Background: an optimization exercise with open tools, aiming at small area. Do not read the settings as production practice.
Function was checked by simulation only, so behaviour that the tests miss may differ from the original. The clock port is modelled as an ideal driver; clocking choices that lean on that would not hold on a real chip.

==> design.v <==
`timescale 1ns/1ps
`default_nettype none
module booth_mac (
  input  wire [7:0]  b_one,
  input  wire [7:0]  b_two,
  input  wire [7:0]  b_neg,
  input  wire [15:0] w,
  input  wire [31:0] base,
  output wire [31:0] sum
);
  wire pp0_0;
  assign pp0_0 = (b_one[0] & w[0]) ^ b_neg[0];
  wire pp0_1;
  assign pp0_1 = ((b_one[0] & w[1]) | (b_two[0] & w[0])) ^ b_neg[0];
  wire pp0_2;
  assign pp0_2 = ((b_one[0] & w[2]) | (b_two[0] & w[1])) ^ b_neg[0];
  wire pp0_3;
  assign pp0_3 = ((b_one[0] & w[3]) | (b_two[0] & w[2])) ^ b_neg[0];
  wire pp0_4;
  assign pp0_4 = ((b_one[0] & w[4]) | (b_two[0] & w[3])) ^ b_neg[0];
  wire pp0_5;
  assign pp0_5 = ((b_one[0] & w[5]) | (b_two[0] & w[4])) ^ b_neg[0];
  wire pp0_6;
  assign pp0_6 = ((b_one[0] & w[6]) | (b_two[0] & w[5])) ^ b_neg[0];
  wire pp0_7;
  assign pp0_7 = ((b_one[0] & w[7]) | (b_two[0] & w[6])) ^ b_neg[0];
  wire pp0_8;
  assign pp0_8 = ((b_one[0] & w[8]) | (b_two[0] & w[7])) ^ b_neg[0];
  wire pp0_9;
  assign pp0_9 = ((b_one[0] & w[9]) | (b_two[0] & w[8])) ^ b_neg[0];
  wire pp0_10;
  assign pp0_10 = ((b_one[0] & w[10]) | (b_two[0] & w[9])) ^ b_neg[0];
  wire pp0_11;
  assign pp0_11 = ((b_one[0] & w[11]) | (b_two[0] & w[10])) ^ b_neg[0];
  wire pp0_12;
  assign pp0_12 = ((b_one[0] & w[12]) | (b_two[0] & w[11])) ^ b_neg[0];
  wire pp0_13;
  assign pp0_13 = ((b_one[0] & w[13]) | (b_two[0] & w[12])) ^ b_neg[0];
  wire pp0_14;
  assign pp0_14 = ((b_one[0] & w[14]) | (b_two[0] & w[13])) ^ b_neg[0];
  wire pp0_15;
  assign pp0_15 = ((b_one[0] & w[15]) | (b_two[0] & w[14])) ^ b_neg[0];
  wire pp0_16;
  assign pp0_16 = ~(((b_one[0] | b_two[0]) & w[15]) ^ b_neg[0]);
  wire pp1_0;
  assign pp1_0 = (b_one[1] & w[0]) ^ b_neg[1];
  wire pp1_1;
  assign pp1_1 = ((b_one[1] & w[1]) | (b_two[1] & w[0])) ^ b_neg[1];
  wire pp1_2;
  assign pp1_2 = ((b_one[1] & w[2]) | (b_two[1] & w[1])) ^ b_neg[1];
  wire pp1_3;
  assign pp1_3 = ((b_one[1] & w[3]) | (b_two[1] & w[2])) ^ b_neg[1];
  wire pp1_4;
  assign pp1_4 = ((b_one[1] & w[4]) | (b_two[1] & w[3])) ^ b_neg[1];
  wire pp1_5;
  assign pp1_5 = ((b_one[1] & w[5]) | (b_two[1] & w[4])) ^ b_neg[1];
  wire pp1_6;
  assign pp1_6 = ((b_one[1] & w[6]) | (b_two[1] & w[5])) ^ b_neg[1];
  wire pp1_7;
  assign pp1_7 = ((b_one[1] & w[7]) | (b_two[1] & w[6])) ^ b_neg[1];
  wire pp1_8;
  assign pp1_8 = ((b_one[1] & w[8]) | (b_two[1] & w[7])) ^ b_neg[1];
  wire pp1_9;
  assign pp1_9 = ((b_one[1] & w[9]) | (b_two[1] & w[8])) ^ b_neg[1];
  wire pp1_10;
  assign pp1_10 = ((b_one[1] & w[10]) | (b_two[1] & w[9])) ^ b_neg[1];
  wire pp1_11;
  assign pp1_11 = ((b_one[1] & w[11]) | (b_two[1] & w[10])) ^ b_neg[1];
  wire pp1_12;
  assign pp1_12 = ((b_one[1] & w[12]) | (b_two[1] & w[11])) ^ b_neg[1];
  wire pp1_13;
  assign pp1_13 = ((b_one[1] & w[13]) | (b_two[1] & w[12])) ^ b_neg[1];
  wire pp1_14;
  assign pp1_14 = ((b_one[1] & w[14]) | (b_two[1] & w[13])) ^ b_neg[1];
  wire pp1_15;
  assign pp1_15 = ((b_one[1] & w[15]) | (b_two[1] & w[14])) ^ b_neg[1];
  wire pp1_16;
  assign pp1_16 = ~(((b_one[1] | b_two[1]) & w[15]) ^ b_neg[1]);
  wire pp2_0;
  assign pp2_0 = (b_one[2] & w[0]) ^ b_neg[2];
  wire pp2_1;
  assign pp2_1 = ((b_one[2] & w[1]) | (b_two[2] & w[0])) ^ b_neg[2];
  wire pp2_2;
  assign pp2_2 = ((b_one[2] & w[2]) | (b_two[2] & w[1])) ^ b_neg[2];
  wire pp2_3;
  assign pp2_3 = ((b_one[2] & w[3]) | (b_two[2] & w[2])) ^ b_neg[2];
  wire pp2_4;
  assign pp2_4 = ((b_one[2] & w[4]) | (b_two[2] & w[3])) ^ b_neg[2];
  wire pp2_5;
  assign pp2_5 = ((b_one[2] & w[5]) | (b_two[2] & w[4])) ^ b_neg[2];
  wire pp2_6;
  assign pp2_6 = ((b_one[2] & w[6]) | (b_two[2] & w[5])) ^ b_neg[2];
  wire pp2_7;
  assign pp2_7 = ((b_one[2] & w[7]) | (b_two[2] & w[6])) ^ b_neg[2];
  wire pp2_8;
  assign pp2_8 = ((b_one[2] & w[8]) | (b_two[2] & w[7])) ^ b_neg[2];
  wire pp2_9;
  assign pp2_9 = ((b_one[2] & w[9]) | (b_two[2] & w[8])) ^ b_neg[2];
  wire pp2_10;
  assign pp2_10 = ((b_one[2] & w[10]) | (b_two[2] & w[9])) ^ b_neg[2];
  wire pp2_11;
  assign pp2_11 = ((b_one[2] & w[11]) | (b_two[2] & w[10])) ^ b_neg[2];
  wire pp2_12;
  assign pp2_12 = ((b_one[2] & w[12]) | (b_two[2] & w[11])) ^ b_neg[2];
  wire pp2_13;
  assign pp2_13 = ((b_one[2] & w[13]) | (b_two[2] & w[12])) ^ b_neg[2];
  wire pp2_14;
  assign pp2_14 = ((b_one[2] & w[14]) | (b_two[2] & w[13])) ^ b_neg[2];
  wire pp2_15;
  assign pp2_15 = ((b_one[2] & w[15]) | (b_two[2] & w[14])) ^ b_neg[2];
  wire pp2_16;
  assign pp2_16 = ~(((b_one[2] | b_two[2]) & w[15]) ^ b_neg[2]);
  wire pp3_0;
  assign pp3_0 = (b_one[3] & w[0]) ^ b_neg[3];
  wire pp3_1;
  assign pp3_1 = ((b_one[3] & w[1]) | (b_two[3] & w[0])) ^ b_neg[3];
  wire pp3_2;
  assign pp3_2 = ((b_one[3] & w[2]) | (b_two[3] & w[1])) ^ b_neg[3];
  wire pp3_3;
  assign pp3_3 = ((b_one[3] & w[3]) | (b_two[3] & w[2])) ^ b_neg[3];
  wire pp3_4;
  assign pp3_4 = ((b_one[3] & w[4]) | (b_two[3] & w[3])) ^ b_neg[3];
  wire pp3_5;
  assign pp3_5 = ((b_one[3] & w[5]) | (b_two[3] & w[4])) ^ b_neg[3];
  wire pp3_6;
  assign pp3_6 = ((b_one[3] & w[6]) | (b_two[3] & w[5])) ^ b_neg[3];
  wire pp3_7;
  assign pp3_7 = ((b_one[3] & w[7]) | (b_two[3] & w[6])) ^ b_neg[3];
  wire pp3_8;
  assign pp3_8 = ((b_one[3] & w[8]) | (b_two[3] & w[7])) ^ b_neg[3];
  wire pp3_9;
  assign pp3_9 = ((b_one[3] & w[9]) | (b_two[3] & w[8])) ^ b_neg[3];
  wire pp3_10;
  assign pp3_10 = ((b_one[3] & w[10]) | (b_two[3] & w[9])) ^ b_neg[3];
  wire pp3_11;
  assign pp3_11 = ((b_one[3] & w[11]) | (b_two[3] & w[10])) ^ b_neg[3];
  wire pp3_12;
  assign pp3_12 = ((b_one[3] & w[12]) | (b_two[3] & w[11])) ^ b_neg[3];
  wire pp3_13;
  assign pp3_13 = ((b_one[3] & w[13]) | (b_two[3] & w[12])) ^ b_neg[3];
  wire pp3_14;
  assign pp3_14 = ((b_one[3] & w[14]) | (b_two[3] & w[13])) ^ b_neg[3];
  wire pp3_15;
  assign pp3_15 = ((b_one[3] & w[15]) | (b_two[3] & w[14])) ^ b_neg[3];
  wire pp3_16;
  assign pp3_16 = ~(((b_one[3] | b_two[3]) & w[15]) ^ b_neg[3]);
  wire pp4_0;
  assign pp4_0 = (b_one[4] & w[0]) ^ b_neg[4];
  wire pp4_1;
  assign pp4_1 = ((b_one[4] & w[1]) | (b_two[4] & w[0])) ^ b_neg[4];
  wire pp4_2;
  assign pp4_2 = ((b_one[4] & w[2]) | (b_two[4] & w[1])) ^ b_neg[4];
  wire pp4_3;
  assign pp4_3 = ((b_one[4] & w[3]) | (b_two[4] & w[2])) ^ b_neg[4];
  wire pp4_4;
  assign pp4_4 = ((b_one[4] & w[4]) | (b_two[4] & w[3])) ^ b_neg[4];
  wire pp4_5;
  assign pp4_5 = ((b_one[4] & w[5]) | (b_two[4] & w[4])) ^ b_neg[4];
  wire pp4_6;
  assign pp4_6 = ((b_one[4] & w[6]) | (b_two[4] & w[5])) ^ b_neg[4];
  wire pp4_7;
  assign pp4_7 = ((b_one[4] & w[7]) | (b_two[4] & w[6])) ^ b_neg[4];
  wire pp4_8;
  assign pp4_8 = ((b_one[4] & w[8]) | (b_two[4] & w[7])) ^ b_neg[4];
  wire pp4_9;
  assign pp4_9 = ((b_one[4] & w[9]) | (b_two[4] & w[8])) ^ b_neg[4];
  wire pp4_10;
  assign pp4_10 = ((b_one[4] & w[10]) | (b_two[4] & w[9])) ^ b_neg[4];
  wire pp4_11;
  assign pp4_11 = ((b_one[4] & w[11]) | (b_two[4] & w[10])) ^ b_neg[4];
  wire pp4_12;
  assign pp4_12 = ((b_one[4] & w[12]) | (b_two[4] & w[11])) ^ b_neg[4];
  wire pp4_13;
  assign pp4_13 = ((b_one[4] & w[13]) | (b_two[4] & w[12])) ^ b_neg[4];
  wire pp4_14;
  assign pp4_14 = ((b_one[4] & w[14]) | (b_two[4] & w[13])) ^ b_neg[4];
  wire pp4_15;
  assign pp4_15 = ((b_one[4] & w[15]) | (b_two[4] & w[14])) ^ b_neg[4];
  wire pp4_16;
  assign pp4_16 = ~(((b_one[4] | b_two[4]) & w[15]) ^ b_neg[4]);
  wire pp5_0;
  assign pp5_0 = (b_one[5] & w[0]) ^ b_neg[5];
  wire pp5_1;
  assign pp5_1 = ((b_one[5] & w[1]) | (b_two[5] & w[0])) ^ b_neg[5];
  wire pp5_2;
  assign pp5_2 = ((b_one[5] & w[2]) | (b_two[5] & w[1])) ^ b_neg[5];
  wire pp5_3;
  assign pp5_3 = ((b_one[5] & w[3]) | (b_two[5] & w[2])) ^ b_neg[5];
  wire pp5_4;
  assign pp5_4 = ((b_one[5] & w[4]) | (b_two[5] & w[3])) ^ b_neg[5];
  wire pp5_5;
  assign pp5_5 = ((b_one[5] & w[5]) | (b_two[5] & w[4])) ^ b_neg[5];
  wire pp5_6;
  assign pp5_6 = ((b_one[5] & w[6]) | (b_two[5] & w[5])) ^ b_neg[5];
  wire pp5_7;
  assign pp5_7 = ((b_one[5] & w[7]) | (b_two[5] & w[6])) ^ b_neg[5];
  wire pp5_8;
  assign pp5_8 = ((b_one[5] & w[8]) | (b_two[5] & w[7])) ^ b_neg[5];
  wire pp5_9;
  assign pp5_9 = ((b_one[5] & w[9]) | (b_two[5] & w[8])) ^ b_neg[5];
  wire pp5_10;
  assign pp5_10 = ((b_one[5] & w[10]) | (b_two[5] & w[9])) ^ b_neg[5];
  wire pp5_11;
  assign pp5_11 = ((b_one[5] & w[11]) | (b_two[5] & w[10])) ^ b_neg[5];
  wire pp5_12;
  assign pp5_12 = ((b_one[5] & w[12]) | (b_two[5] & w[11])) ^ b_neg[5];
  wire pp5_13;
  assign pp5_13 = ((b_one[5] & w[13]) | (b_two[5] & w[12])) ^ b_neg[5];
  wire pp5_14;
  assign pp5_14 = ((b_one[5] & w[14]) | (b_two[5] & w[13])) ^ b_neg[5];
  wire pp5_15;
  assign pp5_15 = ((b_one[5] & w[15]) | (b_two[5] & w[14])) ^ b_neg[5];
  wire pp5_16;
  assign pp5_16 = ~(((b_one[5] | b_two[5]) & w[15]) ^ b_neg[5]);
  wire pp6_0;
  assign pp6_0 = (b_one[6] & w[0]) ^ b_neg[6];
  wire pp6_1;
  assign pp6_1 = ((b_one[6] & w[1]) | (b_two[6] & w[0])) ^ b_neg[6];
  wire pp6_2;
  assign pp6_2 = ((b_one[6] & w[2]) | (b_two[6] & w[1])) ^ b_neg[6];
  wire pp6_3;
  assign pp6_3 = ((b_one[6] & w[3]) | (b_two[6] & w[2])) ^ b_neg[6];
  wire pp6_4;
  assign pp6_4 = ((b_one[6] & w[4]) | (b_two[6] & w[3])) ^ b_neg[6];
  wire pp6_5;
  assign pp6_5 = ((b_one[6] & w[5]) | (b_two[6] & w[4])) ^ b_neg[6];
  wire pp6_6;
  assign pp6_6 = ((b_one[6] & w[6]) | (b_two[6] & w[5])) ^ b_neg[6];
  wire pp6_7;
  assign pp6_7 = ((b_one[6] & w[7]) | (b_two[6] & w[6])) ^ b_neg[6];
  wire pp6_8;
  assign pp6_8 = ((b_one[6] & w[8]) | (b_two[6] & w[7])) ^ b_neg[6];
  wire pp6_9;
  assign pp6_9 = ((b_one[6] & w[9]) | (b_two[6] & w[8])) ^ b_neg[6];
  wire pp6_10;
  assign pp6_10 = ((b_one[6] & w[10]) | (b_two[6] & w[9])) ^ b_neg[6];
  wire pp6_11;
  assign pp6_11 = ((b_one[6] & w[11]) | (b_two[6] & w[10])) ^ b_neg[6];
  wire pp6_12;
  assign pp6_12 = ((b_one[6] & w[12]) | (b_two[6] & w[11])) ^ b_neg[6];
  wire pp6_13;
  assign pp6_13 = ((b_one[6] & w[13]) | (b_two[6] & w[12])) ^ b_neg[6];
  wire pp6_14;
  assign pp6_14 = ((b_one[6] & w[14]) | (b_two[6] & w[13])) ^ b_neg[6];
  wire pp6_15;
  assign pp6_15 = ((b_one[6] & w[15]) | (b_two[6] & w[14])) ^ b_neg[6];
  wire pp6_16;
  assign pp6_16 = ~(((b_one[6] | b_two[6]) & w[15]) ^ b_neg[6]);
  wire pp7_0;
  assign pp7_0 = (b_one[7] & w[0]) ^ b_neg[7];
  wire pp7_1;
  assign pp7_1 = ((b_one[7] & w[1]) | (b_two[7] & w[0])) ^ b_neg[7];
  wire pp7_2;
  assign pp7_2 = ((b_one[7] & w[2]) | (b_two[7] & w[1])) ^ b_neg[7];
  wire pp7_3;
  assign pp7_3 = ((b_one[7] & w[3]) | (b_two[7] & w[2])) ^ b_neg[7];
  wire pp7_4;
  assign pp7_4 = ((b_one[7] & w[4]) | (b_two[7] & w[3])) ^ b_neg[7];
  wire pp7_5;
  assign pp7_5 = ((b_one[7] & w[5]) | (b_two[7] & w[4])) ^ b_neg[7];
  wire pp7_6;
  assign pp7_6 = ((b_one[7] & w[6]) | (b_two[7] & w[5])) ^ b_neg[7];
  wire pp7_7;
  assign pp7_7 = ((b_one[7] & w[7]) | (b_two[7] & w[6])) ^ b_neg[7];
  wire pp7_8;
  assign pp7_8 = ((b_one[7] & w[8]) | (b_two[7] & w[7])) ^ b_neg[7];
  wire pp7_9;
  assign pp7_9 = ((b_one[7] & w[9]) | (b_two[7] & w[8])) ^ b_neg[7];
  wire pp7_10;
  assign pp7_10 = ((b_one[7] & w[10]) | (b_two[7] & w[9])) ^ b_neg[7];
  wire pp7_11;
  assign pp7_11 = ((b_one[7] & w[11]) | (b_two[7] & w[10])) ^ b_neg[7];
  wire pp7_12;
  assign pp7_12 = ((b_one[7] & w[12]) | (b_two[7] & w[11])) ^ b_neg[7];
  wire pp7_13;
  assign pp7_13 = ((b_one[7] & w[13]) | (b_two[7] & w[12])) ^ b_neg[7];
  wire pp7_14;
  assign pp7_14 = ((b_one[7] & w[14]) | (b_two[7] & w[13])) ^ b_neg[7];
  wire pp7_15;
  assign pp7_15 = ((b_one[7] & w[15]) | (b_two[7] & w[14])) ^ b_neg[7];
  wire pp7_16;
  assign pp7_16 = ~(((b_one[7] | b_two[7]) & w[15]) ^ b_neg[7]);
  wire s0;
  wire c0;
  ha1 u_s0 (.a(pp0_14), .b(pp1_12), .s(s0), .co(c0));
  wire s1;
  wire c1;
  ha1 u_s1 (.a(pp0_15), .b(pp1_13), .s(s1), .co(c1));
  wire s2;
  wire c2;
  fa1 u_s2 (.a(pp0_16), .b(pp1_14), .c(pp2_12), .s(s2), .co(c2));
  wire s3;
  wire c3;
  ha1 u_s3 (.a(pp1_15), .b(pp2_13), .s(s3), .co(c3));
  wire s4;
  wire c4;
  ha1 u_s4 (.a(pp0_8), .b(pp1_6), .s(s4), .co(c4));
  wire s5;
  wire c5;
  ha1 u_s5 (.a(pp0_9), .b(pp1_7), .s(s5), .co(c5));
  wire s6;
  wire c6;
  fa1 u_s6 (.a(pp0_10), .b(pp1_8), .c(pp2_6), .s(s6), .co(c6));
  wire s7;
  wire c7;
  ha1 u_s7 (.a(pp3_4), .b(pp4_2), .s(s7), .co(c7));
  wire s8;
  wire c8;
  fa1 u_s8 (.a(pp0_11), .b(pp1_9), .c(pp2_7), .s(s8), .co(c8));
  wire s9;
  wire c9;
  ha1 u_s9 (.a(pp3_5), .b(pp4_3), .s(s9), .co(c9));
  wire s10;
  wire c10;
  fa1 u_s10 (.a(pp0_12), .b(pp1_10), .c(pp2_8), .s(s10), .co(c10));
  wire s11;
  wire c11;
  fa1 u_s11 (.a(pp3_6), .b(pp4_4), .c(pp5_2), .s(s11), .co(c11));
  wire s12;
  wire c12;
  ha1 u_s12 (.a(pp6_0), .b(b_neg[6]), .s(s12), .co(c12));
  wire s13;
  wire c13;
  fa1 u_s13 (.a(pp0_13), .b(pp1_11), .c(pp2_9), .s(s13), .co(c13));
  wire s14;
  wire c14;
  fa1 u_s14 (.a(pp3_7), .b(pp4_5), .c(pp5_3), .s(s14), .co(c14));
  wire s15;
  wire c15;
  ha1 u_s15 (.a(pp6_1), .b(base[13]), .s(s15), .co(c15));
  wire s16;
  wire c16;
  fa1 u_s16 (.a(s0), .b(pp2_10), .c(pp3_8), .s(s16), .co(c16));
  wire s17;
  wire c17;
  fa1 u_s17 (.a(pp4_6), .b(pp5_4), .c(pp6_2), .s(s17), .co(c17));
  wire s18;
  wire c18;
  fa1 u_s18 (.a(pp7_0), .b(b_neg[7]), .c(base[14]), .s(s18), .co(c18));
  wire s19;
  wire c19;
  fa1 u_s19 (.a(c0), .b(s1), .c(pp2_11), .s(s19), .co(c19));
  wire s20;
  wire c20;
  fa1 u_s20 (.a(pp3_9), .b(pp4_7), .c(pp5_5), .s(s20), .co(c20));
  wire s21;
  wire c21;
  fa1 u_s21 (.a(pp6_3), .b(pp7_1), .c(base[15]), .s(s21), .co(c21));
  wire s22;
  wire c22;
  fa1 u_s22 (.a(c1), .b(s2), .c(pp3_10), .s(s22), .co(c22));
  wire s23;
  wire c23;
  fa1 u_s23 (.a(pp4_8), .b(pp5_6), .c(pp6_4), .s(s23), .co(c23));
  wire s24;
  wire c24;
  assign s24 = ~(pp7_2 ^ base[16]);
  assign c24 = pp7_2 | base[16];
  wire s25;
  wire c25;
  fa1 u_s25 (.a(c2), .b(s3), .c(pp3_11), .s(s25), .co(c25));
  wire s26;
  wire c26;
  fa1 u_s26 (.a(pp4_9), .b(pp5_7), .c(pp6_5), .s(s26), .co(c26));
  wire s27;
  wire c27;
  assign s27 = ~(pp7_3 ^ base[17]);
  assign c27 = pp7_3 | base[17];
  wire s28;
  wire c28;
  fa1 u_s28 (.a(c3), .b(pp1_16), .c(pp2_14), .s(s28), .co(c28));
  wire s29;
  wire c29;
  fa1 u_s29 (.a(pp3_12), .b(pp4_10), .c(pp5_8), .s(s29), .co(c29));
  wire s30;
  wire c30;
  fa1 u_s30 (.a(pp6_6), .b(pp7_4), .c(base[18]), .s(s30), .co(c30));
  wire s31;
  wire c31;
  fa1 u_s31 (.a(pp2_15), .b(pp3_13), .c(pp4_11), .s(s31), .co(c31));
  wire s32;
  wire c32;
  fa1 u_s32 (.a(pp5_9), .b(pp6_7), .c(pp7_5), .s(s32), .co(c32));
  wire s33;
  wire c33;
  assign s33 = ~base[19];
  assign c33 = base[19];
  wire s34;
  wire c34;
  fa1 u_s34 (.a(pp2_16), .b(pp3_14), .c(pp4_12), .s(s34), .co(c34));
  wire s35;
  wire c35;
  fa1 u_s35 (.a(pp5_10), .b(pp6_8), .c(pp7_6), .s(s35), .co(c35));
  wire s36;
  wire c36;
  fa1 u_s36 (.a(pp3_15), .b(pp4_13), .c(pp5_11), .s(s36), .co(c36));
  wire s37;
  wire c37;
  ha1 u_s37 (.a(pp6_9), .b(pp7_7), .s(s37), .co(c37));
  wire s38;
  wire c38;
  fa1 u_s38 (.a(pp3_16), .b(pp4_14), .c(pp5_12), .s(s38), .co(c38));
  wire s39;
  wire c39;
  ha1 u_s39 (.a(pp4_15), .b(pp5_13), .s(s39), .co(c39));
  wire s40;
  wire c40;
  ha1 u_s40 (.a(pp0_4), .b(pp1_2), .s(s40), .co(c40));
  wire s41;
  wire c41;
  ha1 u_s41 (.a(pp0_5), .b(pp1_3), .s(s41), .co(c41));
  wire s42;
  wire c42;
  fa1 u_s42 (.a(pp0_6), .b(pp1_4), .c(pp2_2), .s(s42), .co(c42));
  wire s43;
  wire c43;
  ha1 u_s43 (.a(pp3_0), .b(b_neg[3]), .s(s43), .co(c43));
  wire s44;
  wire c44;
  fa1 u_s44 (.a(pp0_7), .b(pp1_5), .c(pp2_3), .s(s44), .co(c44));
  wire s45;
  wire c45;
  ha1 u_s45 (.a(pp3_1), .b(base[7]), .s(s45), .co(c45));
  wire s46;
  wire c46;
  fa1 u_s46 (.a(s4), .b(pp2_4), .c(pp3_2), .s(s46), .co(c46));
  wire s47;
  wire c47;
  fa1 u_s47 (.a(pp4_0), .b(b_neg[4]), .c(base[8]), .s(s47), .co(c47));
  wire s48;
  wire c48;
  fa1 u_s48 (.a(c4), .b(s5), .c(pp2_5), .s(s48), .co(c48));
  wire s49;
  wire c49;
  fa1 u_s49 (.a(pp3_3), .b(pp4_1), .c(base[9]), .s(s49), .co(c49));
  wire s50;
  wire c50;
  fa1 u_s50 (.a(c5), .b(s6), .c(s7), .s(s50), .co(c50));
  wire s51;
  wire c51;
  fa1 u_s51 (.a(pp5_0), .b(b_neg[5]), .c(base[10]), .s(s51), .co(c51));
  wire s52;
  wire c52;
  fa1 u_s52 (.a(c6), .b(c7), .c(s8), .s(s52), .co(c52));
  wire s53;
  wire c53;
  fa1 u_s53 (.a(s9), .b(pp5_1), .c(base[11]), .s(s53), .co(c53));
  wire s54;
  wire c54;
  fa1 u_s54 (.a(c8), .b(c9), .c(s10), .s(s54), .co(c54));
  wire s55;
  wire c55;
  fa1 u_s55 (.a(s11), .b(s12), .c(base[12]), .s(s55), .co(c55));
  wire s56;
  wire c56;
  fa1 u_s56 (.a(c10), .b(c11), .c(c12), .s(s56), .co(c56));
  wire s57;
  wire c57;
  fa1 u_s57 (.a(s13), .b(s14), .c(s15), .s(s57), .co(c57));
  wire s58;
  wire c58;
  fa1 u_s58 (.a(c13), .b(c14), .c(c15), .s(s58), .co(c58));
  wire s59;
  wire c59;
  fa1 u_s59 (.a(s16), .b(s17), .c(s18), .s(s59), .co(c59));
  wire s60;
  wire c60;
  fa1 u_s60 (.a(c16), .b(c17), .c(c18), .s(s60), .co(c60));
  wire s61;
  wire c61;
  fa1 u_s61 (.a(s19), .b(s20), .c(s21), .s(s61), .co(c61));
  wire s62;
  wire c62;
  fa1 u_s62 (.a(c19), .b(c20), .c(c21), .s(s62), .co(c62));
  wire s63;
  wire c63;
  fa1 u_s63 (.a(s22), .b(s23), .c(s24), .s(s63), .co(c63));
  wire s64;
  wire c64;
  fa1 u_s64 (.a(c22), .b(c23), .c(c24), .s(s64), .co(c64));
  wire s65;
  wire c65;
  fa1 u_s65 (.a(s25), .b(s26), .c(s27), .s(s65), .co(c65));
  wire s66;
  wire c66;
  fa1 u_s66 (.a(c25), .b(c26), .c(c27), .s(s66), .co(c66));
  wire s67;
  wire c67;
  fa1 u_s67 (.a(s28), .b(s29), .c(s30), .s(s67), .co(c67));
  wire s68;
  wire c68;
  fa1 u_s68 (.a(c28), .b(c29), .c(c30), .s(s68), .co(c68));
  wire s69;
  wire c69;
  fa1 u_s69 (.a(s31), .b(s32), .c(s33), .s(s69), .co(c69));
  wire s70;
  wire c70;
  fa1 u_s70 (.a(c31), .b(c32), .c(c33), .s(s70), .co(c70));
  wire s71;
  wire c71;
  fa1 u_s71 (.a(s34), .b(s35), .c(base[20]), .s(s71), .co(c71));
  wire s72;
  wire c72;
  fa1 u_s72 (.a(c34), .b(c35), .c(s36), .s(s72), .co(c72));
  wire s73;
  wire c73;
  assign s73 = ~(s37 ^ base[21]);
  assign c73 = s37 | base[21];
  wire s74;
  wire c74;
  fa1 u_s74 (.a(c36), .b(c37), .c(s38), .s(s74), .co(c74));
  wire s75;
  wire c75;
  fa1 u_s75 (.a(pp6_10), .b(pp7_8), .c(base[22]), .s(s75), .co(c75));
  wire s76;
  wire c76;
  fa1 u_s76 (.a(c38), .b(s39), .c(pp6_11), .s(s76), .co(c76));
  wire s77;
  wire c77;
  assign s77 = ~(pp7_9 ^ base[23]);
  assign c77 = pp7_9 | base[23];
  wire s78;
  wire c78;
  fa1 u_s78 (.a(c39), .b(pp4_16), .c(pp5_14), .s(s78), .co(c78));
  wire s79;
  wire c79;
  fa1 u_s79 (.a(pp6_12), .b(pp7_10), .c(base[24]), .s(s79), .co(c79));
  wire s80;
  wire c80;
  fa1 u_s80 (.a(pp5_15), .b(pp6_13), .c(pp7_11), .s(s80), .co(c80));
  wire s81;
  wire c81;
  assign s81 = ~base[25];
  assign c81 = base[25];
  wire s82;
  wire c82;
  fa1 u_s82 (.a(pp5_16), .b(pp6_14), .c(pp7_12), .s(s82), .co(c82));
  wire s83;
  wire c83;
  ha1 u_s83 (.a(pp6_15), .b(pp7_13), .s(s83), .co(c83));
  wire s84;
  wire c84;
  ha1 u_s84 (.a(pp0_2), .b(pp1_0), .s(s84), .co(c84));
  wire s85;
  wire c85;
  ha1 u_s85 (.a(pp0_3), .b(pp1_1), .s(s85), .co(c85));
  wire s86;
  wire c86;
  fa1 u_s86 (.a(s40), .b(pp2_0), .c(b_neg[2]), .s(s86), .co(c86));
  wire s87;
  wire c87;
  fa1 u_s87 (.a(c40), .b(s41), .c(pp2_1), .s(s87), .co(c87));
  wire s88;
  wire c88;
  fa1 u_s88 (.a(c41), .b(s42), .c(s43), .s(s88), .co(c88));
  wire s89;
  wire c89;
  fa1 u_s89 (.a(c42), .b(c43), .c(s44), .s(s89), .co(c89));
  wire s90;
  wire c90;
  fa1 u_s90 (.a(c44), .b(c45), .c(s46), .s(s90), .co(c90));
  wire s91;
  wire c91;
  fa1 u_s91 (.a(c46), .b(c47), .c(s48), .s(s91), .co(c91));
  wire s92;
  wire c92;
  fa1 u_s92 (.a(c48), .b(c49), .c(s50), .s(s92), .co(c92));
  wire s93;
  wire c93;
  fa1 u_s93 (.a(c50), .b(c51), .c(s52), .s(s93), .co(c93));
  wire s94;
  wire c94;
  fa1 u_s94 (.a(c52), .b(c53), .c(s54), .s(s94), .co(c94));
  wire s95;
  wire c95;
  fa1 u_s95 (.a(c54), .b(c55), .c(s56), .s(s95), .co(c95));
  wire s96;
  wire c96;
  fa1 u_s96 (.a(c56), .b(c57), .c(s58), .s(s96), .co(c96));
  wire s97;
  wire c97;
  fa1 u_s97 (.a(c58), .b(c59), .c(s60), .s(s97), .co(c97));
  wire s98;
  wire c98;
  fa1 u_s98 (.a(c60), .b(c61), .c(s62), .s(s98), .co(c98));
  wire s99;
  wire c99;
  fa1 u_s99 (.a(c62), .b(c63), .c(s64), .s(s99), .co(c99));
  wire s100;
  wire c100;
  fa1 u_s100 (.a(c64), .b(c65), .c(s66), .s(s100), .co(c100));
  wire s101;
  wire c101;
  fa1 u_s101 (.a(c66), .b(c67), .c(s68), .s(s101), .co(c101));
  wire s102;
  wire c102;
  fa1 u_s102 (.a(c68), .b(c69), .c(s70), .s(s102), .co(c102));
  wire s103;
  wire c103;
  fa1 u_s103 (.a(c70), .b(c71), .c(s72), .s(s103), .co(c103));
  wire s104;
  wire c104;
  fa1 u_s104 (.a(c72), .b(c73), .c(s74), .s(s104), .co(c104));
  wire s105;
  wire c105;
  fa1 u_s105 (.a(c74), .b(c75), .c(s76), .s(s105), .co(c105));
  wire s106;
  wire c106;
  fa1 u_s106 (.a(c76), .b(c77), .c(s78), .s(s106), .co(c106));
  wire s107;
  wire c107;
  fa1 u_s107 (.a(c78), .b(c79), .c(s80), .s(s107), .co(c107));
  wire s108;
  wire c108;
  fa1 u_s108 (.a(c80), .b(c81), .c(s82), .s(s108), .co(c108));
  wire s109;
  wire c109;
  assign s109 = ~(c82 ^ s83);
  assign c109 = c82 | s83;
  wire s110;
  wire c110;
  fa1 u_s110 (.a(c83), .b(pp6_16), .c(pp7_14), .s(s110), .co(c110));
  wire s111;
  wire c111;
  assign s111 = ~pp7_15;
  assign c111 = pp7_15;
  wire s112;
  wire c112;
  ha1 u_s112 (.a(pp0_0), .b(b_neg[0]), .s(s112), .co(c112));
  wire s113;
  wire c113;
  ha1 u_s113 (.a(pp0_1), .b(base[1]), .s(s113), .co(c113));
  wire s114;
  wire c114;
  fa1 u_s114 (.a(s84), .b(b_neg[1]), .c(base[2]), .s(s114), .co(c114));
  wire s115;
  wire c115;
  fa1 u_s115 (.a(c84), .b(s85), .c(base[3]), .s(s115), .co(c115));
  wire s116;
  wire c116;
  fa1 u_s116 (.a(c85), .b(s86), .c(base[4]), .s(s116), .co(c116));
  wire s117;
  wire c117;
  fa1 u_s117 (.a(c86), .b(s87), .c(base[5]), .s(s117), .co(c117));
  wire s118;
  wire c118;
  fa1 u_s118 (.a(c87), .b(s88), .c(base[6]), .s(s118), .co(c118));
  wire s119;
  wire c119;
  fa1 u_s119 (.a(c88), .b(s89), .c(s45), .s(s119), .co(c119));
  wire s120;
  wire c120;
  fa1 u_s120 (.a(c89), .b(s90), .c(s47), .s(s120), .co(c120));
  wire s121;
  wire c121;
  fa1 u_s121 (.a(c90), .b(s91), .c(s49), .s(s121), .co(c121));
  wire s122;
  wire c122;
  fa1 u_s122 (.a(c91), .b(s92), .c(s51), .s(s122), .co(c122));
  wire s123;
  wire c123;
  fa1 u_s123 (.a(c92), .b(s93), .c(s53), .s(s123), .co(c123));
  wire s124;
  wire c124;
  fa1 u_s124 (.a(c93), .b(s94), .c(s55), .s(s124), .co(c124));
  wire s125;
  wire c125;
  fa1 u_s125 (.a(c94), .b(s95), .c(s57), .s(s125), .co(c125));
  wire s126;
  wire c126;
  fa1 u_s126 (.a(c95), .b(s96), .c(s59), .s(s126), .co(c126));
  wire s127;
  wire c127;
  fa1 u_s127 (.a(c96), .b(s97), .c(s61), .s(s127), .co(c127));
  wire s128;
  wire c128;
  fa1 u_s128 (.a(c97), .b(s98), .c(s63), .s(s128), .co(c128));
  wire s129;
  wire c129;
  fa1 u_s129 (.a(c98), .b(s99), .c(s65), .s(s129), .co(c129));
  wire s130;
  wire c130;
  fa1 u_s130 (.a(c99), .b(s100), .c(s67), .s(s130), .co(c130));
  wire s131;
  wire c131;
  fa1 u_s131 (.a(c100), .b(s101), .c(s69), .s(s131), .co(c131));
  wire s132;
  wire c132;
  fa1 u_s132 (.a(c101), .b(s102), .c(s71), .s(s132), .co(c132));
  wire s133;
  wire c133;
  fa1 u_s133 (.a(c102), .b(s103), .c(s73), .s(s133), .co(c133));
  wire s134;
  wire c134;
  fa1 u_s134 (.a(c103), .b(s104), .c(s75), .s(s134), .co(c134));
  wire s135;
  wire c135;
  fa1 u_s135 (.a(c104), .b(s105), .c(s77), .s(s135), .co(c135));
  wire s136;
  wire c136;
  fa1 u_s136 (.a(c105), .b(s106), .c(s79), .s(s136), .co(c136));
  wire s137;
  wire c137;
  fa1 u_s137 (.a(c106), .b(s107), .c(s81), .s(s137), .co(c137));
  wire s138;
  wire c138;
  fa1 u_s138 (.a(c107), .b(s108), .c(base[26]), .s(s138), .co(c138));
  wire s139;
  wire c139;
  fa1 u_s139 (.a(c108), .b(s109), .c(base[27]), .s(s139), .co(c139));
  wire s140;
  wire c140;
  fa1 u_s140 (.a(c109), .b(s110), .c(base[28]), .s(s140), .co(c140));
  wire s141;
  wire c141;
  fa1 u_s141 (.a(c110), .b(s111), .c(base[29]), .s(s141), .co(c141));
  wire s142;
  wire c142;
  fa1 u_s142 (.a(c111), .b(pp7_16), .c(base[30]), .s(s142), .co(c142));
  wire s143;
  wire c143;
  assign s143 = ~base[31];
  assign c143 = base[31];
  wire [31:0] ra = {c142, c141, c140, c139, c138, c137, c136, c135, c134, c133, c132, c131, c130, c129, c128, c127, c126, c125, c124, c123, c122, c121, c120, c119, c118, c117, c116, c115, c114, c113, c112, s112};
  wire [31:0] rb = {s143, s142, s141, s140, s139, s138, s137, s136, s135, s134, s133, s132, s131, s130, s129, s128, s127, s126, s125, s124, s123, s122, s121, s120, s119, s118, s117, s116, s115, s114, s113, base[0]};
  wire [31:0] g0 = ra & rb;
  wire [31:0] p0 = ra ^ rb;
  wire bg0 = g0[1] | (p0[1] & g0[0]);
  wire bg1 = g0[2] | (p0[2] & bg0);
  wire bg2 = g0[3] | (p0[3] & bg1);
  wire bg3 = g0[4] | (p0[4] & bg2);
  wire bg4 = g0[5] | (p0[5] & bg3);
  wire bg5 = g0[6] | (p0[6] & bg4);
  wire bg6 = g0[7] | (p0[7] & bg5);
  wire bg7 = g0[8] | (p0[8] & bg6);
  wire bg8 = g0[9] | (p0[9] & bg7);
  wire bp8 = p0[9] & p0[8];
  wire bg9 = g0[11] | (p0[11] & g0[10]);
  wire bp9 = p0[11] & p0[10];
  wire bg10 = g0[13] | (p0[13] & g0[12]);
  wire bp10 = p0[13] & p0[12];
  wire bg11 = g0[15] | (p0[15] & g0[14]);
  wire bp11 = p0[15] & p0[14];
  wire bg12 = g0[17] | (p0[17] & g0[16]);
  wire bp12 = p0[17] & p0[16];
  wire bg13 = g0[19] | (p0[19] & g0[18]);
  wire bp13 = p0[19] & p0[18];
  wire bg14 = g0[21] | (p0[21] & g0[20]);
  wire bp14 = p0[21] & p0[20];
  wire bg15 = g0[23] | (p0[23] & g0[22]);
  wire bp15 = p0[23] & p0[22];
  wire bg16 = g0[25] | (p0[25] & g0[24]);
  wire bp16 = p0[25] & p0[24];
  wire bg17 = g0[27] | (p0[27] & g0[26]);
  wire bp17 = p0[27] & p0[26];
  wire bg18 = g0[29] | (p0[29] & g0[28]);
  wire bp18 = p0[29] & p0[28];
  wire bg19 = g0[31] | (p0[31] & g0[30]);
  wire bp19 = p0[31] & p0[30];
  wire bg20 = bg9 | (bp9 & bg8);
  wire bp20 = bp9 & bp8;
  wire bg21 = bg11 | (bp11 & bg10);
  wire bp21 = bp11 & bp10;
  wire bg22 = bg13 | (bp13 & bg12);
  wire bp22 = bp13 & bp12;
  wire bg23 = bg15 | (bp15 & bg14);
  wire bp23 = bp15 & bp14;
  wire bg24 = bg17 | (bp17 & bg16);
  wire bp24 = bp17 & bp16;
  wire bg25 = bg19 | (bp19 & bg18);
  wire bp25 = bp19 & bp18;
  wire bg26 = bg21 | (bp21 & bg20);
  wire bp26 = bp21 & bp20;
  wire bg27 = bg23 | (bp23 & bg22);
  wire bp27 = bp23 & bp22;
  wire bg28 = bg25 | (bp25 & bg24);
  wire bp28 = bp25 & bp24;
  wire bg29 = bg27 | (bp27 & bg26);
  wire bp29 = bp27 & bp26;
  wire bg30 = bg28 | (bp28 & bg29);
  wire bp30 = bp28 & bp29;
  wire bg31 = bg22 | (bp22 & bg26);
  wire bp31 = bp22 & bp26;
  wire bg32 = bg24 | (bp24 & bg29);
  wire bp32 = bp24 & bp29;
  wire bg33 = bg10 | (bp10 & bg20);
  wire bp33 = bp10 & bp20;
  wire bg34 = bg12 | (bp12 & bg26);
  wire bp34 = bp12 & bp26;
  wire bg35 = bg14 | (bp14 & bg31);
  wire bp35 = bp14 & bp31;
  wire bg36 = bg16 | (bp16 & bg29);
  wire bp36 = bp16 & bp29;
  wire bg37 = bg18 | (bp18 & bg32);
  wire bp37 = bp18 & bp32;
  wire bg38 = g0[10] | (p0[10] & bg8);
  wire bp38 = p0[10] & bp8;
  wire bg39 = g0[12] | (p0[12] & bg20);
  wire bp39 = p0[12] & bp20;
  wire bg40 = g0[14] | (p0[14] & bg33);
  wire bp40 = p0[14] & bp33;
  wire bg41 = g0[16] | (p0[16] & bg26);
  wire bp41 = p0[16] & bp26;
  wire bg42 = g0[18] | (p0[18] & bg34);
  wire bp42 = p0[18] & bp34;
  wire bg43 = g0[20] | (p0[20] & bg31);
  wire bp43 = p0[20] & bp31;
  wire bg44 = g0[22] | (p0[22] & bg35);
  wire bp44 = p0[22] & bp35;
  wire bg45 = g0[24] | (p0[24] & bg29);
  wire bp45 = p0[24] & bp29;
  wire bg46 = g0[26] | (p0[26] & bg36);
  wire bp46 = p0[26] & bp36;
  wire bg47 = g0[28] | (p0[28] & bg32);
  wire bp47 = p0[28] & bp32;
  wire bg48 = g0[30] | (p0[30] & bg37);
  wire bp48 = p0[30] & bp37;
  assign sum[0] = p0[0];
  assign sum[1] = p0[1] ^ g0[0];
  assign sum[2] = p0[2] ^ bg0;
  assign sum[3] = p0[3] ^ bg1;
  assign sum[4] = p0[4] ^ bg2;
  assign sum[5] = p0[5] ^ bg3;
  assign sum[6] = p0[6] ^ bg4;
  assign sum[7] = p0[7] ^ bg5;
  assign sum[8] = p0[8] ^ bg6;
  assign sum[9] = p0[9] ^ bg7;
  assign sum[10] = p0[10] ^ bg8;
  assign sum[11] = p0[11] ^ bg38;
  assign sum[12] = p0[12] ^ bg20;
  assign sum[13] = p0[13] ^ bg39;
  assign sum[14] = p0[14] ^ bg33;
  assign sum[15] = p0[15] ^ bg40;
  assign sum[16] = p0[16] ^ bg26;
  assign sum[17] = p0[17] ^ bg41;
  assign sum[18] = p0[18] ^ bg34;
  assign sum[19] = p0[19] ^ bg42;
  assign sum[20] = p0[20] ^ bg31;
  assign sum[21] = p0[21] ^ bg43;
  assign sum[22] = p0[22] ^ bg35;
  assign sum[23] = p0[23] ^ bg44;
  assign sum[24] = p0[24] ^ bg29;
  assign sum[25] = p0[25] ^ bg45;
  assign sum[26] = p0[26] ^ bg36;
  assign sum[27] = p0[27] ^ bg46;
  assign sum[28] = p0[28] ^ bg32;
  assign sum[29] = p0[29] ^ bg47;
  assign sum[30] = p0[30] ^ bg37;
  assign sum[31] = p0[31] ^ bg48;
endmodule
module fa1 (input wire a, input wire b, input wire c, output wire s, output wire co);
  assign s = a ^ b ^ c;
  assign co = (a & b) | (a & c) | (b & c);
endmodule
module ha1 (input wire a, input wire b, output wire s, output wire co);
  assign s = a ^ b;
  assign co = a & b;
endmodule
`default_nettype wire
`timescale 1ns/1ps
`default_nettype none
module conv_core (
  input  wire                                  clk,
  input  wire                                  rst_n,
  input  wire [16-1:0]               ifmap_dat,
  input  wire                                  ifmap_vld,
  input  wire [16-1:0]              weights_dat,
  input  wire                                  weights_vld,
  output wire [4*32-1:0]  ofmap_dat,
  output wire                                  ofmap_vld
);
  localparam integer D  = 11;    
  localparam integer NS = 7;     
  reg  [3:0]   widx;           
  reg          wloaded;        
  reg  [15:0]  wr0 [0:3];
  reg  [15:0]  wr1 [0:3];
  reg  [15:0]  wr2 [0:3];
  reg  [15:0]  wr3 [0:3];
  always @(posedge clk or negedge rst_n) begin
    if (!rst_n) begin
      widx    <= 4'd0;
      wloaded <= 1'b0;
    end else if (weights_vld) begin
      widx <= widx + 4'd1;
      if (widx == 4'd15) wloaded <= 1'b1;
    end
  end
  reg  [15:0]  dl_d [0:D-1];
  reg  [D-1:0] dl_v;
  integer k;
  always @(posedge clk) begin
    dl_d[0] <= ifmap_dat;
    for (k = 1; k < D; k = k + 1) dl_d[k] <= dl_d[k-1];
  end
  always @(posedge clk or negedge rst_n) begin
    if (!rst_n) dl_v <= {D{1'b0}};
    else        dl_v <= {dl_v[D-2:0], ifmap_vld};
  end
  wire        pv = dl_v[D-1];                   
  wire [15:0] px = dl_d[D-1] & {16{wloaded && pv}};   
  wire [16:0] pxe = {px, 1'b0};
  wire [7:0]  b_one, b_two, b_neg;
  genvar j;
  generate
    for (j = 0; j < 8; j = j + 1) begin : g_enc
      assign b_one[j] = pxe[2*j+1] ^ pxe[2*j];
      assign b_two[j] = (pxe[2*j+2] & ~pxe[2*j+1] & ~pxe[2*j]) |
                        (~pxe[2*j+2] & pxe[2*j+1] & pxe[2*j]);
      assign b_neg[j] = pxe[2*j+2];
    end
  endgenerate
  reg  [4:0]   pcnt;           
  wire         pfirst = (pcnt[1:0] == 2'd0);
  wire         plast  = (pcnt[1:0] == 2'd3);
  wire         pbank  = pv && (pcnt == 5'd31);
  always @(posedge clk or negedge rst_n) begin
    if (!rst_n) pcnt <= 5'd0;
    else if (pv) pcnt <= pcnt + 5'd1;
  end
  genvar c;
  reg  [31:0]  acc  [0:3];
  wire [127:0] sum;
  generate
    for (c = 0; c < 4; c = c + 1) begin : g_col
      wire wload = weights_vld && (widx[1:0] == c);
      always @(posedge clk) begin
        if (wload || pv) begin
          wr0[c] <= wload ? weights_dat : wr3[c];
          wr1[c] <= wr0[c];
          wr2[c] <= wr1[c];
          wr3[c] <= wr2[c];
        end
      end
      wire [31:0] base = pfirst ? 32'd0 : acc[c];
      booth_mac u_mac (
        .b_one (b_one),
        .b_two (b_two),
        .b_neg (b_neg),
        .w     (wr3[c]),
        .base  (base),
        .sum   (sum[32*c +: 32])
      );
      always @(posedge clk) begin
        acc[c] <= sum[32*c +: 32];    
      end
    end
  endgenerate
  reg  [127:0]   slot [0:NS-1];
  reg  [NS-1:0]  wp, rp;
  reg  [2:0]     ocnt;
  reg            oact;
  reg  [127:0]   rd;
  integer        s;
  always @(posedge clk) begin
    for (s = 0; s < NS; s = s + 1)
      if (pv && plast && wp[s]) slot[s] <= sum;
  end
  always @(*) begin
    rd = 128'd0;
    for (s = 0; s < NS; s = s + 1)
      rd = rd | (slot[s] & {128{rp[s]}});
  end
  always @(posedge clk or negedge rst_n) begin
    if (!rst_n) begin
      wp   <= {{(NS-1){1'b0}}, 1'b1};
      rp   <= {{(NS-1){1'b0}}, 1'b1};
      ocnt <= 3'd0;
      oact <= 1'b0;
    end else begin
      if (pv && plast) wp <= {wp[NS-2:0], wp[NS-1]};
      if (ofmap_vld) begin
        rp   <= {rp[NS-2:0], rp[NS-1]};
        ocnt <= ocnt + 3'd1;
        oact <= (ocnt != 3'd7);
      end
    end
  end
  assign ofmap_vld = pbank || oact;
  assign ofmap_dat = rd;
endmodule
`default_nettype wire
==> flow/run.sh <==
#!/bin/bash
set -e
cp standard.sh standard_sh_copy.log
export CTS_ARGS="-sink_clustering_enable -repair_clock_nets -sink_clustering_size 26 -sink_clustering_max_diameter 85 -dont_use_dummy_load"
export BUFFER_PORTS_ARGS="-buffer_cell sky130_fd_sc_hd__buf_1"
bash standard.sh finish > standard_flow.log 2>&1
==> standard.sh <==
#!/bin/bash
# synth_recipe.tcl (not shown) runs the flow's synth.tcl, then flattens the netlist and writes it again
# the make line also repeats each setting of config.mk as NAME=value (left out here)
make -C /OpenROAD-flow-scripts/flow DESIGN_CONFIG=/design/flow/config.mk WORK_HOME=/design/flow/orfs CLKGATE_MAP_FILE= SYNTH_SCRIPT=/design/flow/synth_recipe.tcl "${@:-finish}"
==> config.mk <==
export PLATFORM = sky130hd
export DESIGN_NAME = conv_core
export DESIGN_NICKNAME = conv_core
export VERILOG_FILES = /design/flow/design.v
export SDC_FILE = /design/flow/constraint.sdc
export NUM_CORES = 4
export LEC_CHECK = 0
export CAP_MARGIN = 20
export CORE_MARGIN = 2
export CORE_UTILIZATION = 70
export CTS_CLUSTER_DIAMETER = 85
export CTS_CLUSTER_SIZE = 26
export SLEW_MARGIN = 20
export SYNTH_HIERARCHICAL = 1
export SYNTH_MINIMUM_KEEP_SIZE = 0
==> constraint.sdc <==
create_clock -name core_clock -period 10.0 [get_ports {clk}]
set_input_delay 2.0000 -clock core_clock [delete_from_list [all_inputs] [get_ports {clk}]]
set_output_delay 2.0000 -clock core_clock [all_outputs]
set_load 0.01 [all_outputs]
==> out/qor.yml, run 1 <==
max_slew_margin_pct: 34.5
cts_buffers: 70
r2r_start: "dl_v[10]"
skew_ps: 56.6
tritoncts: "yes"
cpPeakStageDelay_ps: 580
finalHoldViolations: 0
dp_hpwl_mm: 111
die_area_sq_mm: 0.108
synthesis.nets: 5689
grt_pass1_vias: 42600
nNetsFinal: 5605
cp_common_cell: "fa_1"
worst_slack_ps: 1340
clk_pin_slew_ps: 90
syn_area_sq_mm: 0.0740
netlist_top_cells_area: "edfxtp_1 (47%), fa_1 (15%), dfxtp_1 (8.2%)"
tns_ps: 0
grt_antenna_before_repair: 7
worst-path-buf-inv: 3
avgSynthCellArea_sq_um: 15.0
yosysTopAreaCell: "edfxtp_1"
portBuffers: 164
hold_start: "dl_d[6][13]"
status: "no timing/DRC/antenna violations"
finalMaxSlewViolations: 0
final_common_cell: "edfxtp_1"
io_pins: 165
wirelength_mm: 171
grt_pass1_wl_mm: 261
ctsHoldBuffers: 0
final_layout_size_suffix_gt1_share_pct: 6.37
syn_inst: 4920
worstPathCellList: "buf_4, and3_4, nor2b_4, buf_4, a22oi_1, xnor2_1, ha_1, fa_1, fa_1, fa_1, fa_1, fa_1, fa_1, fa_1, fa_1, inv_1, fa_1, nor2b_4, o31ai_2, a31oi_2, nor4b_2, nor2_1, fa_1, xor2_1"
dp_slack_ps: 1470
fin_crit_sh_pct: 86.6
setup_viol: 0
clock_latency_ps: 690
worst_path_max_delay_cell: "nor2b_4"
yosysTopAreaCellShare_pct: 46.8
drtPass1Iterations: 8
hold_class: "register to register"
post_cts_buffers: 0
timing.fmax_mhz: 116
crit_path_end_kind: "register"
chipWidth_um: 329
final_antenna_net_count: 0
initial_utilization_pct: 70.5
hold_end: "dl_d[7][13]"
crit_type: "register to register"
die_y_um: 329
crit_required_ps: 10380
overflow: 0
synth_warnings: 21
num_antenna_cells: 0
fillerInstances: 6823
worstSetupStartpoint: "dl_v[10]"
reg2reg_depth: 24
grt_max_degree: 69
area.growth.synth_to_final_pct: 4.13
core_area_sq_mm: 0.105
drc_errors: 0
grtUsageTotal_pct: 32.1
worstPathMaxFanout: 28
viasPerCell: 6.68
startpoint_type: "register"
wl_per_cell_um: 27.5
r2r-end: "slot[4][53]"
synth_cell_types: 51
period_needed_ps: 8660
clockBufferDepth: 3
dr_total_vias: 41600
cts-root-buf: "clkbuf_16"
routabilityCongestion: 0.858
h-tree-depth: 3
ys_ff_latch: 1495
maxCapViolCount: 0
r2r_setup_slack_ps: 1340
layout_common_cells: "edfxtp_1 (1152), a22oi_1 (736), fa_1 (540)"
critPathTopFamily: "adder cells"
worstMarginPinSlew_ps: 982
clkSinkCount: 1495
arrival_ps: 9040
ys_seq_area_share_pct: 56.3
drt_iter0_markers: 5228
ctsResizeCount: 0
row_count: 119
hold_depth: 0
rsz0062_at_grt: "no"
[cell usage after synthesis (all sizes together)]
cell    instances
edfxtp       1152
a22oi         736
fa            540
xnor2         532
dfxtp         304
buf           247
ha            193
clkbuf        160
inv           153
nand3         132
a222oi        128
nor2b         120
mux2           74
xor2           74
nand2          64
o21ai          58
a21oi          44
nor2           40
dfrtp          37
and3           17
and2b          13
o21a           12
nand2b          8
nor3            8
o31ai           8
a21o            7
nand3b          7
or3b            7
nand4           6
a211oi          4
a21boi          4
a31o            4
a31oi           4
a41oi           4
and2            4
nor4b           4
o211a           4
o211ai          4
dfstp           2
a41o            1
[stage by stage]
stage | hold WS (ps) | utilization [%] | instance area (sq um) | instances
finish | 304 | 73.4 | 77000 | 6225
global route | 314 | 73.4 | 77000 | 6225
CTS | 304 | 73.4 | 77000 | 6225
detailed placement | 312 | 71.7 | 75300 | 6155
global placement | 310 | 71.7 | 75300 | 6155
floorplan | 310 | - | 74000 | 4920
[state kept, by name, indices dropped and copies added (netlist names)]
signal,count
widx,4
wr3,64
wp,7
dl_v,11
acc,128
pcnt,5
dl_d,176
wr0,64
wloaded,1
wr1,64
ocnt,3
rp,7
slot,896
oact,1
wr2,64
[cell type report]
type	count	area [sq um]	share of cell area (%)
Clock buffer	70	1750	2.27
Inverter	153	574	0.746
Multi-Input combinational cell	2865	30000	38.9
Sequential cell	1495	41700	54.1
Tap cell	1391	1740	2.26
Timing Repair Buffer	251	1280	1.67
[routing by layer]
layer | track usage [%] | routed length, um
met5 | 0 | 0
met4 | 7.90 | 3560
met3 | 4.65 | 15200
met2 | 50.7 | 81500
met1 | 48.0 | 70700
[logic make-up (layout without fill, tap and decap cells)]
family | Yosys count | count (layout) | share of synthesized area (%)
mux | 74 | 74 | 1.30
xor+xnor | 606 | 606 | 7.18
compound gates | 1022 | 1022 | 10.6
simple gates | 430 | 430 | 3.28
buf+inv | 560 | 474 | 3.46
fa+ha+maj | 733 | 733 | 17.9
flops | 1495 | 1495 | 56.3
[per-module statistics from Yosys (local to each module, per instance)]
module / cells / copies in the design / cell area [sq um] / flops+latches
booth_mac: 487 / 4 / 3750 / 0
conv_core: 2432 / 1 / 48800 / 1495
fa1: 1 / 460 / 20.0 / 0
ha1: 1 / 80 / 12.5 / 0
[worst max-delay path by stage]
| stage | end | cells past startpoint |
|---|---|---|
| finish | slot[4][53] | 24 |
| global route | slot[2][53] | 24 |
| CTS | slot[4][53] | 24 |
| detailed placement | slot[0][53] | 24 |
| global placement | slot[6][53] | 24 |
| floorplan | slot[0][119] | 24 |
==> run 2, diff against run 1 <==
==> flow/run.sh (replaced) <==
#!/bin/bash
set -e
cp standard.sh standard_sh_copy.log
export CTS_ARGS="-sink_clustering_enable -repair_clock_nets -sink_clustering_size 32 -sink_clustering_max_diameter 75 -dont_use_dummy_load"
export BUFFER_PORTS_ARGS="-buffer_cell sky130_fd_sc_hd__buf_1"
bash standard.sh finish > standard_flow.log 2>&1
--- a/config.mk
+++ b/config.mk
@@ -8,8 +8,8 @@
 export CAP_MARGIN = 20
 export CORE_MARGIN = 2
 export CORE_UTILIZATION = 70
-export CTS_CLUSTER_DIAMETER = 85
-export CTS_CLUSTER_SIZE = 26
+export CTS_CLUSTER_DIAMETER = 75
+export CTS_CLUSTER_SIZE = 32
 export SLEW_MARGIN = 20
 export SYNTH_HIERARCHICAL = 1
 export SYNTH_MINIMUM_KEEP_SIZE = 0
==> run 2 against run 1 <==
Net effect:
- wire length about the same
- flip-flop and latch count unchanged
- area after synthesis unchanged
- critical path depth unchanged
- utilization decreased by 0.26 points
- via count about the same
- critical endpoint unchanged
==> out/qor.yml, run 2 <==
row_count: 119
hold_depth: 0
met2_usage_pct: 51.3
synth_ff_type: "edfxtp_1"
hold_start: "dl_d[7][9]"
finalHoldViolations: 0
drc_errors: 0
yosysTopAreaCell: "edfxtp_1"
clock_latency_ps: 750
clkSinkCount: 1495
num_antenna_cells: 0
final_layout_size_suffix_gt1_share_pct: 6.16
clockBufferDepth: 3
drt_iter0_markers: 5252
crit_path_end_kind: "register"
timing.fmax_mhz: 115
largest_register_ffs: 896
tritoncts: "yes"
fin_crit_sh_pct: 86.8
cts-root-buf: "clkbuf_16"
top_usage_layer: "met2"
synth_cell_types: 51
h-tree-depth: 2
die_y_um: 329
multiInputGateArea_sq_mm: 0.0300
synth_most_common_cell: "edfxtp_1"
worstMarginPinSlew_ps: 984
crit_type: "register to register"
initial_utilization_pct: 70.5
period_needed_ps: 8680
tns_ps: 0
arrival_ps: 9130
final_cell_area_sq_mm: 0.0767
clk_pin_slew_ps: 120
async_reset_ff_share_pct: 2.61
grt_use_met3_pct: 4.46
place_inst: 6155
r2r_start: "dl_v[10]"
chipWidth_um: 329
grt_pass1_wl_mm: 261
final_antenna_net_count: 0
syn_area_sq_mm: 0.0740
synth_warnings: 21
top_register: "slot"
worstPathMaxFanout: 28
synth_commonest_cells: "edfxtp_1 (1152), a22oi_1 (736), fa_1 (540), xnor2_1 (532), dfxtp_1 (304)"
crit_required_ps: 10450
drtPass1Iterations: 8
wirelength_mm: 171
portBuffers: 164
reg2reg_depth: 24
max_slew_margin_pct: 34.4
avgSynthCellArea_sq_um: 15.0
core_area_sq_mm: 0.105
nNetsFinal: 5594
met1_usage_pct: 47.8
grt_max_degree: 69
viasPerCell: 6.69
startpoint_type: "register"
post_cts_buffers: 0
area.growth.synth_to_final_pct: 3.76
worst_slack_ps: 1320
reg_top3: "slot (896), dl_d (176), acc (128)"
die_area_sq_mm: 0.108
dr_total_vias: 41600
routabilityCongestion: 0.858
skew_ps: 75.6
fin_cells: 6214
ctsResizeCount: 0
dp_hpwl_mm: 111
grt_antenna_before_repair: 4
synthesis.nets: 5689
finalMaxSlewViolations: 0
setup_viol: 0
r2r-end: "slot[4][53]"
syn_inst: 4920
netlist_top_cells_area: "edfxtp_1 (47%), fa_1 (15%), dfxtp_1 (8.2%)"
io_pins: 165
yosysTopAreaCellShare_pct: 46.8
grtUsageTotal_pct: 32.1
ff_latch_area_sq_mm: 0.0417
post_dp_cell_area_sq_mm: 0.0753
ctsHoldBuffers: 0
fillerInstances: 6832
hold_class: "register to register"
rsz0062_at_grt: "no"
wl_per_cell_um: 27.5
hold_end: "dl_d[8][9]"
maxCapViolCount: 0
grt_pass1_vias: 42500
status: "no timing/DRC/antenna violations"
synth_edf_count: 1152
layout_common_cells: "edfxtp_1 (1152), a22oi_1 (736), fa_1 (540)"
overflow: 0
cts_buffers: 59
r2r_setup_slack_ps: 1320
ys_seq_area_share_pct: 56.3
ys_ff_latch: 1495
final_common_cell: "edfxtp_1"
dp_slack_ps: 1470
-- run 2: cell counts after synthesis --
Identical to the previous run, type by type.
-- run 2: modules after synthesis, one instance, submodules excluded --
module	times used	area [sq um]
conv_core	1	48800
ha1	80	12.5
fa1	460	20.0
booth_mac	4	3750
-- run 2: how the worst max path moves through the flow --
stage / startpoint / endpoint / depth (start not counted)
after global placement: dl_v[10] / slot[6][53] / 24
after floorplan: wloaded / slot[0][119] / 24
after detailed placement: dl_v[10] / slot[0][53] / 24
final: dl_v[10] / slot[4][53] / 24
after global routing: dl_v[10] / slot[3][63] / 24
after CTS: dl_v[10] / slot[4][53] / 24
-- run 2: per-stage QoR --
step           hold slack [ps]  util (%)
6_report                   324      73.1
5_1_grt                    331      73.1
4_1_cts                    327      73.1
3_5_place_dp               312      71.7
3_3_place_gp               310      71.7
2_1_floorplan              310         -
-- run 2: logic make-up after synthesis --
| group | share of synthesized area [%] |
|---|---|
| xor gates and xnor gates | 7.18 |
| buffers and inverters | 3.46 |
| AOI/OAI and AO/OA | 10.6 |
| adders and majority gates | 17.9 |
| and+or+nand+nor | 3.28 |
| muxes | 1.30 |
| DFF | 56.3 |
-- run 2: per-layer routing --
metal,routed length [um],vias up
met2,82200,1937
met1,70300,21600
met5,0,-
met3,15000,192
met4,3440,0
li1,-,17900
-- run 2: cell type report --
class                           count  share of cell area, %
Tap cell                         1391                   2.27
Sequential cell                  1495                   54.3
Inverter                          153                  0.748
Timing Repair Buffer              251                   1.67
Multi-Input combinational cell   2865                   39.1
Clock buffer                       59                   1.92
-- run 2: worst max-delay path, stage by stage, from the launching register on --
cell	delay, ps
dfrtp_1	350
buf_4	300
and3_4	520
nor2b_4	590
buf_4	320
a22oi_1	120
xnor2_1	190
ha_1	370
fa_1	530
fa_1	420
fa_1	400
fa_1	400
fa_1	390
fa_1	420
fa_1	420
fa_1	380
inv_1	80
fa_1	270
nor2b_4	70
o31ai_2	290
a31oi_2	260
nor4b_2	340
nor2_1	100
fa_1	400
xor2_1	450

==> separate check: timing with driven ports <==
The results above use ideal ports. As a check the final layouts listed here were re-extracted and re-timed, cells and wires unchanged. Step 1 sets driving cells, clkbuf_16 on the clock port and buf_2 on the other inputs (assumed; they add their load-dependent delay and slew). Step 2 moves the port delays by t, midway between the first and last clock arrival at a register: inputs arrive t later, outputs are due t later. That takes back most of the time a late clock gives input paths. a / b / c = no drivers / after step 1 / after step 2; a / b = the first two.
run	t (ns)	setup WS [ns]	worst setup path after step 2	latest minus earliest clock arrival (ns)	slew at the worst register clock pin (ns)
run 1	0.738	1.344 / 1.344 / 1.344	register to register	0.057 / 0.057	0.10 / 0.10
run 2	0.785	1.324 / 1.324 / 1.324	register to register	0.082 / 0.082	0.12 / 0.12
After both steps every run listed still meets setup and hold.
